Context: an optimization exercise on an open-source flow, tuned for small area. The choices shown serve that exercise and are no tape-out recipe.
Function was checked by simulation only, so behaviour that the tests miss may differ from the original.
No activity file was given, so power comes from the tool's default toggle rates.

lane 5:
==> module speech_synth, before the edit <==
module speech_synth (
   input  logic               clk,
   input  logic               reset,
   input  logic               ws,
   input  logic               rs,
   input  speech_pkg::addr_t  addr,
   input  speech_pkg::data_t  dd,
   output speech_pkg::data_t  dq,
   output logic               rdy,
   output speech_pkg::out_t   dac_out,
   output logic               sample_valid
);
   speech_pkg::frame_t  shadow;
   speech_pkg::energy_t energy;    
   speech_pkg::energy_t energy_n;  
   speech_pkg::pitch_t  pitch;
   logic                talking;
   logic                restart;
   logic                load;
   logic                tick;
   logic [2:0]          m5;
   logic [1:0]          m4;
   speech_pkg::sample_t nexc;
   speech_pkg::sample_t g3;
   host_regs u_host_regs (
      .clk     (clk),
      .reset   (reset),
      .ws      (ws),
      .rs      (rs),
      .addr    (addr),
      .dd      (dd),
      .tick    (tick),
      .dq      (dq),
      .rdy     (rdy),
      .shadow  (shadow),
      .talking (talking),
      .restart (restart),
      .load    (load)
   );
   always_ff @(posedge clk)
      if (load) begin
         energy_n <= ~shadow.energy;
         pitch  <= shadow.pitch;
      end
   assign energy = ~energy_n;
   excitation_gen u_excitation_gen (
      .clk     (clk),
      .reset   (reset),
      .energy  (energy),
      .pitch   (pitch),
      .talking (talking),
      .restart (restart),
      .m5      (m5),
      .m4      (m4),
      .tick    (tick),
      .nexc    (nexc)
   );
   lattice_stage u_lattice (
      .clk     (clk),
      .reset   (reset),
      .f_step  (m5 == 3'd0),
      .b_step  (m5 == 3'd4),
      .first   ((m5 == 3'd0) & (m4 == 2'd0)),
      .last    (tick),
      .restart (restart),
      .load    (load),
      .k_new   (shadow.k),
      .nexc    (nexc),
      .g_out   (g3)
   );
   assign dac_out = ~g3[13:4];
   sample_out u_sample_out (
      .clk          (clk),
      .reset        (reset),
      .talking      (talking),
      .tick         (tick),
      .sample_valid (sample_valid)
   );
endmodule
clock: 32.0 ns
lec_check: 0
abc_area: 1
cap_margin: 20
core_margin: 2
core_utilization: 55
gpl_timing_driven: 0
slew_margin: 20
standard.sh (not shown) runs the stock make flow with config.mk's settings and CLKGATE_MAP_FILE= SYNTH_SCRIPT=/design/flow/synth_recipe.tcl, a recipe that flattens the netlist after the stock synthesis.
==> flow/flow/run.sh <==
#!/bin/bash
# Own layout flow: the standard ORFS flow (standard.sh) with these changes:
#  - the port buffers are sky130_fd_sc_hd__buf_1;
#  - clock tree synthesis inserts no dummy loads, and uses clkbuf_8 for the root and
#    inner tree buffers and clkbuf_16 at the leaves.
# Every other script, setting and step is the standard one. Each step's output goes to
# its own log in this folder; ORFS's own per-stage logs are under orfs/logs/.
set -euo pipefail
W=$PWD
rm -rf "$W/scripts_area"
cp -r "$FLOW_HOME/scripts" "$W/scripts_area"
cp "$W/flow/abc_area.script" "$W/scripts_area/abc_area.script"
CTS="-sink_clustering_enable -repair_clock_nets -sink_clustering_size 30 -sink_clustering_max_diameter 150"
CTS="$CTS -buf_list sky130_fd_sc_hd__clkbuf_16 -root_buf sky130_fd_sc_hd__clkbuf_8 -tree_buf sky130_fd_sc_hd__clkbuf_8 -dont_use_dummy_load"
V=("SCRIPTS_DIR=$W/scripts_area" "BUFFER_PORTS_ARGS=-buffer_cell sky130_fd_sc_hd__buf_1" "CTS_ARGS=$CTS")
for step in synth floorplan place cts route finish; do
  bash standard.sh "${V[@]}" "$step" > "$W/flow_$step.log" 2>&1
done
test -f "$W/out/final.def"
==> flow/flow/abc_area.script <==
strash
dch
amap -m
topo
stime -c
#### Input delta (lane 2 over lane 5)
--- a/flow/design.v
+++ b/flow/design.v
@@ -514,11 +514,10 @@
    output speech_pkg::out_t   dac_out,
    output logic               sample_valid
 );
    speech_pkg::frame_t  shadow;
    speech_pkg::energy_t energy;    
-   speech_pkg::energy_t energy_n;  
    speech_pkg::pitch_t  pitch;
    logic                talking;
    logic                restart;
    logic                load;
    logic                tick;
@@ -541,14 +540,13 @@
       .restart (restart),
       .load    (load)
    );
    always_ff @(posedge clk)
       if (load) begin
-         energy_n <= ~shadow.energy;
+         energy <= shadow.energy;
          pitch  <= shadow.pitch;
       end
-   assign energy = ~energy_n;
    excitation_gen u_excitation_gen (
       .clk     (clk),
       .reset   (reset),
       .energy  (energy),
       .pitch   (pitch),
--- outcome ---
Aggregate global-route resource usage: lane 2 vs lane 5 — no meaningful difference. Going from lane 5 to lane 2, number of stages on the worst setup path went down; post-synthesis share of cell area spent on full adders, half adders and majority gates saw little to no change. Compared with lane 5, in lane 2 number of standard cells after synthesis increased 0.43%; average detailed-routed wire length per instance decreased 0.33 um; least setup slack across all paths after layout increased 440 ps; power decreased 0.0042 mW; number of global-route vias before repair increased about 1.3%. Between lane 2 and lane 5, it is lane 2 whose routed wire length on met3 is lower, by about 1.6%.

## afterwards: timing with drivers on the ports
No port has a modelled driver above. Below, the same layouts with a new extraction and two added sets of constraints.
Step 1 (the two cells are an assumption about what drives the block):
set clk [get_ports {clk}]
set_driving_cell -lib_cell sky130_fd_sc_hd__clkbuf_16 $clk
set_driving_cell -lib_cell sky130_fd_sc_hd__buf_2 [delete_from_list [all_inputs] $clk]
Step 2 adds t to the input delays and takes it off the output delays; t is the mean of the earliest and latest rising clock arrival at the registers after step 1. Input paths then give back, and output paths get back, about the clock's delay inside the block.
Slacks: ideal ports / drivers / drivers and shift; pairs: ideal ports / drivers.
run	t (ns)	setup WS [ns]	worst register clock-pin slew, ns	pins driven straight from the clock port
lane 5	0.538	18.622 / 18.622 / 18.622	0.11 / 0.11	1
lane 2	0.538	19.067 / 19.067 / 19.067	0.11 / 0.11	1
After both steps every run listed still meets setup and hold.
